Source: an optimization exercise on an open RTL-to-GDS flow (aim: small area, a short achievable clock period and few clock cycles per item). Production flows keep margins and buffers that such runs may drop.
RTL that was checked went through simulation tests only; none was proved equivalent to the original.
No functional check of the RTL was part of run 1.

==> flow/design.v (outline; a module is shown in full before it is edited, if it fits) <==
// module mul_pipe_unit: 1218 lines
// module fa_cell: 10 lines
// module ha_cell: 9 lines
module mul_pipe_unit #(
    parameter int XLEN   = 32,
    parameter int STAGES = 3,
    parameter int TAG_W  = 5
) (
    input  logic              CLK_0,
    input  logic              RST_0,
    input  logic              in_valid,
    output logic              in_ready,
    input  logic [1:0]        in_op,
    input  logic [XLEN-1:0]   in_a,
    input  logic [XLEN-1:0]   in_b,
    input  logic [TAG_W-1:0]  in_tag,
    output logic              out_valid,
    input  logic              out_ready,
    output logic [XLEN-1:0]   out_result,
    output logic [TAG_W-1:0]  out_tag
);
  // ...
==> flow/run.sh <==
#!/bin/bash
# synth_recipe.tcl (not shown) runs the flow's synth.tcl, then flattens the netlist and writes it again
# the make line also repeats each setting of config.mk as NAME=value (left out here)
make -C /OpenROAD-flow-scripts/flow DESIGN_CONFIG=/design/flow/config.mk WORK_HOME=/design/flow/orfs CLKGATE_MAP_FILE= SYNTH_SCRIPT=/design/flow/synth_recipe.tcl finish
==> flow/config.mk <==
export PLATFORM = sky130hd
export DESIGN_NAME = mul_pipe_unit
export DESIGN_NICKNAME = mul_pipe_unit
export VERILOG_FILES = /design/flow/design.v
export SDC_FILE = /design/flow/constraint.sdc
export NUM_CORES = 4
export LEC_CHECK = 0
export ABC_CLOCK_PERIOD_IN_PS = 4500
export CAP_MARGIN = 20
export CORE_MARGIN = 2
export CORE_UTILIZATION = 40
export SETUP_SLACK_MARGIN = 5
export SLEW_MARGIN = 20
export SYNTH_HIERARCHICAL = 1
==> flow/constraint.sdc <==
create_clock -name core_clock -period 10.0 [get_ports {CLK_0}]
set_input_delay 2.0000 -clock core_clock [delete_from_list [all_inputs] [get_ports {CLK_0}]]
set_output_delay 2.0000 -clock core_clock [all_outputs]
set_load 0.01 [all_outputs]
==> impl_metrics.env, run 1 <==
export IMPL_cp_num_cells=17
export IMPL_cts_max_level=4
export IMPL_synth_cell_type_count=69
export IMPL_antenna_found_initial=6
export IMPL_port_buffer_count=113
export IMPL_worstSetupEndpoint="out_result[29]"
export IMPL_worst_hold_path_endpoint="tag_q2[1]"
export IMPL_globalRouteMet3Util_pct=9.019
export IMPL_slew_headroom_pct=39.24
export IMPL_synth_edf_count=172
export IMPL_drtAntennaViolNets=0
export IMPL_stdcell_area_um2=33390
export IMPL_tns_ns=0
export IMPL_multi_input_gates=2142
export IMPL_ff_latch_area_um2=5205
export IMPL_cts_hold_buf=0
export IMPL_wl_met2_um=47540
export IMPL_synthesis_area_um2=29760
export IMPL_synth_compound_area_share_pct=16.51
export IMPL_status="timing/DRC/antenna clean"
export IMPL_top_register="a_q"
export IMPL_vias=23104
export IMPL_die_area_um2=76590
==> run 2: changes to the inputs <==
--- a/flow/design.v
+++ b/flow/design.v
@@ -1183,42 +1183,36 @@
     fa_cell u_f475 (.a(f363s), .b(f416c), .ci(f417s), .co(f475c), .s(f475s));
     fa_cell u_f476 (.a(f363c), .b(f418s), .ci(f417c), .co(f476c), .s(f476s));
     fa_cell u_f477 (.a(h55s), .b(f418c), .ci(f419s), .co(f477c), .s(f477s));
     fa_cell u_f478 (.a(h55c), .b(h58s), .ci(f419c), .co(f478c), .s(f478s));
     fa_cell u_f479 (.a(pp[542]), .b(h58c), .ci(h59s), .co(f479c), .s(f479s));
     logic [63:0] cs_s, cs_c;
     assign cs_s = {f479s, f477c, f477s, f476s, f475s, f474s, f472c, f471c, f470c, f469c, f469s, f468s, f466c, f465c, f464c, f463c, f462c, f461c, f460c, f459c, f458c, f457c, f456c, f455c, f454c, f453c, f452c, f451c, f450c, f449c, f448c, f447c, f446c, f445c, f444c, f443c, f442c, f441c, f440c, f439c, f438c, f437c, f436c, f435c, f434c, f433c, f432c, f431c, f430c, f429c, f428c, f427c, f426c, f425c, f424c, f423c, f422c, f421c, f420c, h61c, h60c, pp[34], pp[1], bneg_q[0]};
     assign cs_c = {f478c, f478s, f476c, f475c, f474c, f473c, f473s, f472s, f471s, f470s, f468c, f467c, f467s, f466s, f465s, f464s, f463s, f462s, f461s, f460s, f459s, f458s, f457s, f456s, f455s, f454s, f453s, f452s, f451s, f450s, f449s, f448s, f447s, f446s, f445s, f444s, f443s, f442s, f441s, f440s, f439s, f438s, f437s, f436s, f435s, f434s, f433s, f432s, f431s, f430s, f429s, f428s, f427s, f426s, f425s, f424s, f423s, f422s, f421s, f420s, h61s, h60s, 1'b0, pp[0]};
-    logic [26:0] low_sum;
-    assign low_sum = {1'b0, cs_s[25:0]} + {1'b0, cs_c[25:0]};
+    logic [24:0] low_sum;
+    assign low_sum = {1'b0, cs_s[23:0]} + {1'b0, cs_c[23:0]};
     logic [31:0]      x_q, y_q;
-    logic [5:0]  lx_q, ly_q;
+    logic [7:0]  lx_q, ly_q;
     logic             lc_q;
-    logic             mul_q2;
     logic [TAG_W-1:0] tag_q2;
     always_ff @(posedge CLK_0) begin
         if (adv) begin
             x_q    <= mul_q1 ? cs_s[31:0] : cs_s[63:32];
             y_q    <= mul_q1 ? cs_c[31:0] : cs_c[63:32];
-            lx_q   <= cs_s[31:26];
-            ly_q   <= cs_c[31:26];
-            lc_q   <= low_sum[26];
-            mul_q2 <= mul_q1;
+            lx_q   <= mul_q1 ? '0 : cs_s[31:24];
+            ly_q   <= mul_q1 ? '0 : cs_c[31:24];
+            lc_q   <= !mul_q1 & low_sum[24];
             tag_q2 <= tag_q1;
         end
     end
-    logic [6:0] lt_sum;
-    logic         cin;
-    assign lt_sum = {1'b0, lx_q} + {1'b0, ly_q} + {6'd0, lc_q};
-    assign cin    = !mul_q2 & lt_sum[6];
-    logic [32:0] fin;
-    assign fin = {x_q, 1'b1} + {y_q, cin};
+    logic [40:0] fin;
+    assign fin = {x_q, lx_q, 1'b1} + {y_q, ly_q, lc_q};
     assign out_valid  = v2;
-    assign out_result = fin[32:1];
+    assign out_result = fin[40:9];
     assign out_tag    = tag_q2;
 endmodule
 module fa_cell (
     input  logic a,
     input  logic b,
     input  logic ci,
     output logic co,
     output logic s
==> flow/flow/run.sh (new file) <==
#!/bin/bash
# Own layout flow: the standard ORFS flow with the standard synthesis unchanged;
# only the port buffers are plain sky130_fd_sc_hd__buf_1 cells. make's full output
# goes to flow_make.log here; ORFS's per-step logs are under orfs/logs/.
set -euo pipefail
bash standard.sh "BUFFER_PORTS_ARGS=-buffer_cell sky130_fd_sc_hd__buf_1" finish > flow_make.log 2>&1
==> flow/standard.sh (new file) <==
#!/bin/bash
# synth_recipe.tcl (not shown) runs the flow's synth.tcl, then flattens the netlist and writes it again
# the make line also repeats each setting of config.mk as NAME=value (left out here)
make -C /OpenROAD-flow-scripts/flow DESIGN_CONFIG=/design/flow/config.mk WORK_HOME=/design/flow/orfs CLKGATE_MAP_FILE= SYNTH_SCRIPT=/design/flow/synth_recipe.tcl "${@:-finish}"
==> flow/config.mk (replaced) <==
export PLATFORM = sky130hd
export DESIGN_NAME = mul_pipe_unit
export DESIGN_NICKNAME = mul_pipe_unit
export VERILOG_FILES = /design/flow/design.v
export SDC_FILE = /design/flow/constraint.sdc
export NUM_CORES = 4
export LEC_CHECK = 0
export ABC_AREA = 1
export CAP_MARGIN = 20
export CORE_MARGIN = 2
export CORE_UTILIZATION = 40
export SETUP_SLACK_MARGIN = 5
export SLEW_MARGIN = 20
export SYNTH_HIERARCHICAL = 1
removed: flow/run.sh
==> impl_metrics.env, run 2 <==
export IMPL_status="timing/DRC/antenna clean"
export IMPL_clk_pin_slew_ns=0.08
export IMPL_skew_ns=0.01431
export IMPL_synth_avg_cell_area_um2=9.350
export IMPL_synth_common_cells="xor2_1 (585), nand2_1 (513), o22ai_1 (511), fa_1 (480), inv_1 (276)"
export IMPL_grt_first_pass_wirelength_um=161500
export IMPL_mostFrequentLayoutCell="xor2_1"
export IMPL_die_area_um2=78330
export IMPL_core_area_um2=75700
export IMPL_drt_iter0_drc=2924
export IMPL_grt_usage_pct=27.79
export IMPL_dpl_hpwl_um=75820
export IMPL_synth_seq_cells=177
export IMPL_grt_pass1_vias=25347
export IMPL_rsz0062_at_grt="yes"
export IMPL_layout_common_cells="xor2_1 (585), nand2_1 (513), o22ai_1 (511)"
export IMPL_timing_fmax_ghz=0.2059
export IMPL_drc=0
export IMPL_worst_pin_slew_ns=0.8609
export IMPL_reg2reg_from="bneg_q[8]"
export IMPL_grt_overflow=0
export IMPL_cp_required_ns=10.22
export IMPL_wl_um=108600
export IMPL_worstHoldStart="tag_q1[1]"
export IMPL_synthesis_nets=3935
export IMPL_drv_cap=0
export IMPL_netlist_area_leader_share_pct=31.56
export IMPL_end_kind="register"
export IMPL_hold_path_depth=0
export IMPL_largest_register_ff_count=33
export IMPL_cts_inserted_buffers=17
export IMPL_cts_hold_buf=0
export IMPL_worst_hold_path_endpoint="tag_q2[1]"
export IMPL_synthesis_area_um2=30440
export IMPL_yosysMostFrequentCell="xor2_1"
export IMPL_floorplan_initialDensity_pct=40.22
export IMPL_worstRegToRegCells=14
export IMPL_synth_top_area_cell="fa_1"
export IMPL_synth_area_leaders="fa_1 (32%), edfxtp_1 (17%), xor2_1 (17%), o22ai_1 (11%), nand2_1 (6.3%)"
export IMPL_cts_max_path_buffers=2
export IMPL_port_buffer_count=113
export IMPL_fin_nets=3891
export IMPL_synth_edf_count=175
export IMPL_finalHoldViolations=0
export IMPL_syn_inst=3256
export IMPL_setup_violations=0
export IMPL_cp_max_fo=34
export IMPL_viasPerCell=5.948
export IMPL_slew_viol_final=0
export IMPL_area_delta_synth_final_pct=6.839
export IMPL_top_register="a_q"
export IMPL_path_class="reg -> reg"
export IMPL_drtAntennaViolNets=0
export IMPL_die_w_um=279.9
export IMPL_clock_sinks=177
export IMPL_stdcell_area_um2=32520
export IMPL_synth_cell_type_count=33
export IMPL_antenna_found_initial=6
export IMPL_dr_pass1_iters=5
export IMPL_post_route_min_period_ns=4.857
export IMPL_start_kind="register"
export IMPL_gp_congestion=0.9482
export IMPL_top_regs="a_q x33, x_q x32, y_q x32"
export IMPL_final_layout_size_suffix_gt1_share_pct=5.488
export IMPL_yosys_warnings=7
export IMPL_rows=101
export IMPL_hp_class="reg -> reg"
export IMPL_regToRegSetupSlack_ns=5.14
export IMPL_clk_latency_ns=0.51
export IMPL_vias=25004
export IMPL_slew_headroom_pct=42.61
export IMPL_cts_tree="built"
export IMPL_tns_ns=0
export IMPL_critPathArrivalTime_ns=5.08
export IMPL_placed_cell_area_um2=31630
export IMPL_cts_max_level=4
export IMPL_grt_max_degree=65
export IMPL_fillers=7366
export IMPL_die_h_um=279.9
export IMPL_seq_area_frac_synth_pct=17.39
export IMPL_async_flop_share_pct=0
export IMPL_rr_endpoint="lc_q"
export IMPL_ys_flop_type="edfxtp_1"
export IMPL_ctsRootBufferMaster="clkbuf_16"
export IMPL_wl_per_cell_um=25.84
export IMPL_period_share_pct=48.57
export IMPL_pin_count=114
==> run 2: changes by cell type after synthesis, moves of 15 or more <==
cell / previous run / this run
xnor2_1: 579 / 6
xor2_1: 42 / 585
a22oi_1: 512 / 0
o22ai_1: 1 / 511
nand2_1: 85 / 513
inv_1: 28 / 276
nor2_1: 13 / 124
clkbuf_1: 290 / 210
mux2_2: 62 / 14
buf_2: 14 / 55
buf_1: 41 / 14
a21o_1: 22 / 2
nand3_1: 12 / 30
nand3b_1: 16 / 1
==> run 2: worst max path at each step <==
stage | end | startpoint | slack (ns)
2_1_floorplan | in_ready | out_ready | 3.90
3_3_place_gp | lc_q | bone_q[0] | 4.57
3_5_place_dp | lc_q | bone_q[2] | 4.70
4_1_cts | lc_q | bone_q[8] | 5.04
5_1_grt | lc_q | bone_q[6] | 4.93
6_report | lc_q | bneg_q[8] | 5.14
==> run 2: per-stage QoR <==
step | setup WS (ns) | util, % | hold slack (ns) | std cells
2_1_floorplan | 3.905 | - | 0.4003 | 3256
3_3_place_gp | 4.568 | 41.79 | 0.4014 | 4154
3_5_place_dp | 4.705 | 41.79 | 0.4061 | 4154
4_1_cts | 5.041 | 42.61 | 0.4246 | 4187
5_1_grt | 4.925 | 42.96 | 0.4387 | 4203
6_report | 5.143 | 42.97 | 0.4232 | 4204
==> run 2: modules after synthesis (local to each module, per instance) <==
module / times used / flops+latches / cells
fa_cell: 480 / 0 / 1
mul_pipe_unit: 1 / 177 / 2714
ha_cell: 62 / 0 / 1
==> run 2: final cells by class <==
cell class | instances | area, µm² | share of cell area [%]
well taps | 978 | 1224 | 3.762
clock inverters | 15 | 175.2 | 0.5386
repair inverters | 2 | 15.01 | 0.04616
diodes | 1 | 2.502 | 0.007694
clock buffers | 17 | 425.4 | 1.308
inverters | 279 | 1071 | 3.293
repair buffers | 214 | 1325 | 4.074
flip-flops and latches | 177 | 5295 | 16.28
multi-input cells | 2521 | 22990 | 70.69
==> run 2: cells by family (layout without fill, tap and decap cells) <==
kind of cell,Yosys count,in the layout,synth area share (%)
adder cells (fa/ha/maj),604,604,36.66
buffers and inverters,558,527,7.106
AO/OA/AOI/OAI,613,613,12.26
XOR/XNOR,591,591,17.00
multiplexers,14,14,0.5179
flip-flops,177,177,17.39
AND/OR/NAND/NOR,699,699,9.058
other,0,1,0
==> run 2: per-layer routing <==
layer  vias to the layer above  share of wire [%]  GRT usage (%)
li1                      10701                  -              -
met4                         8                5.1          13.36
met1                     12259                 39          36.39
met5                         -               0.20          1.188
met3                       336                 12          8.515
met2                      1700                 43          41.74
==> run 2: critical path: stages, from the launching register on <==
cell and delay [ns]:
edfxtp_1 0.33, buf_4 0.52, inv_1 0.19, xor2_1 0.65, fa_1 0.57, fa_1 0.40
fa_1 0.51, fa_1 0.44, ha_1 0.31, a21oi_1 0.20, o21ai_0 0.12, nand2_1 0.07
nand3_1 0.06, a21oi_1 0.12, a21oi_1 0.08
==> run 2: timing repair <==
action | CTS | global route
resized for setup | 4 | 41
gates cloned | 1 | 1
buffers inserted | 0 | 15
endpoints found under the setup margin | 11 | 8
Testbench counts of run 2, summed over its fixed seeds: cycles 3,216, items 3,200.

## afterwards: timing with drivers on the ports
The results above use ideal ports. As a check the final layouts listed here were re-extracted and re-timed, cells and wires unchanged.
Step 1 assumes that a clkbuf_16 drives the clock port and a buf_2 every other input.
Step 2 adds t to the input delays and takes it off the output delays; t is the mean of the earliest and latest rising clock arrival at the registers after step 1. Input paths then give back, and output paths get back, about the clock's delay inside the block.
a / b / c = ideal / step 1 / step 2; a / b = the first two.
| run | t, ns | setup slack, ns | worst hold slack (ns) | clock arrival spread, ns | pins driven straight from the clock port |
|---|---|---|---|---|---|
| run 1 | 0.565 | 4.192 / 4.131 / 4.695 | 0.428 / 0.428 / 0.428 | 0.020 / 0.021 | 1 |
| run 2 | 0.556 | 5.143 / 5.143 / 5.143 | 0.423 / 0.423 / 0.423 | 0.014 / 0.015 | 1 |
After both steps every run listed still meets setup and hold.
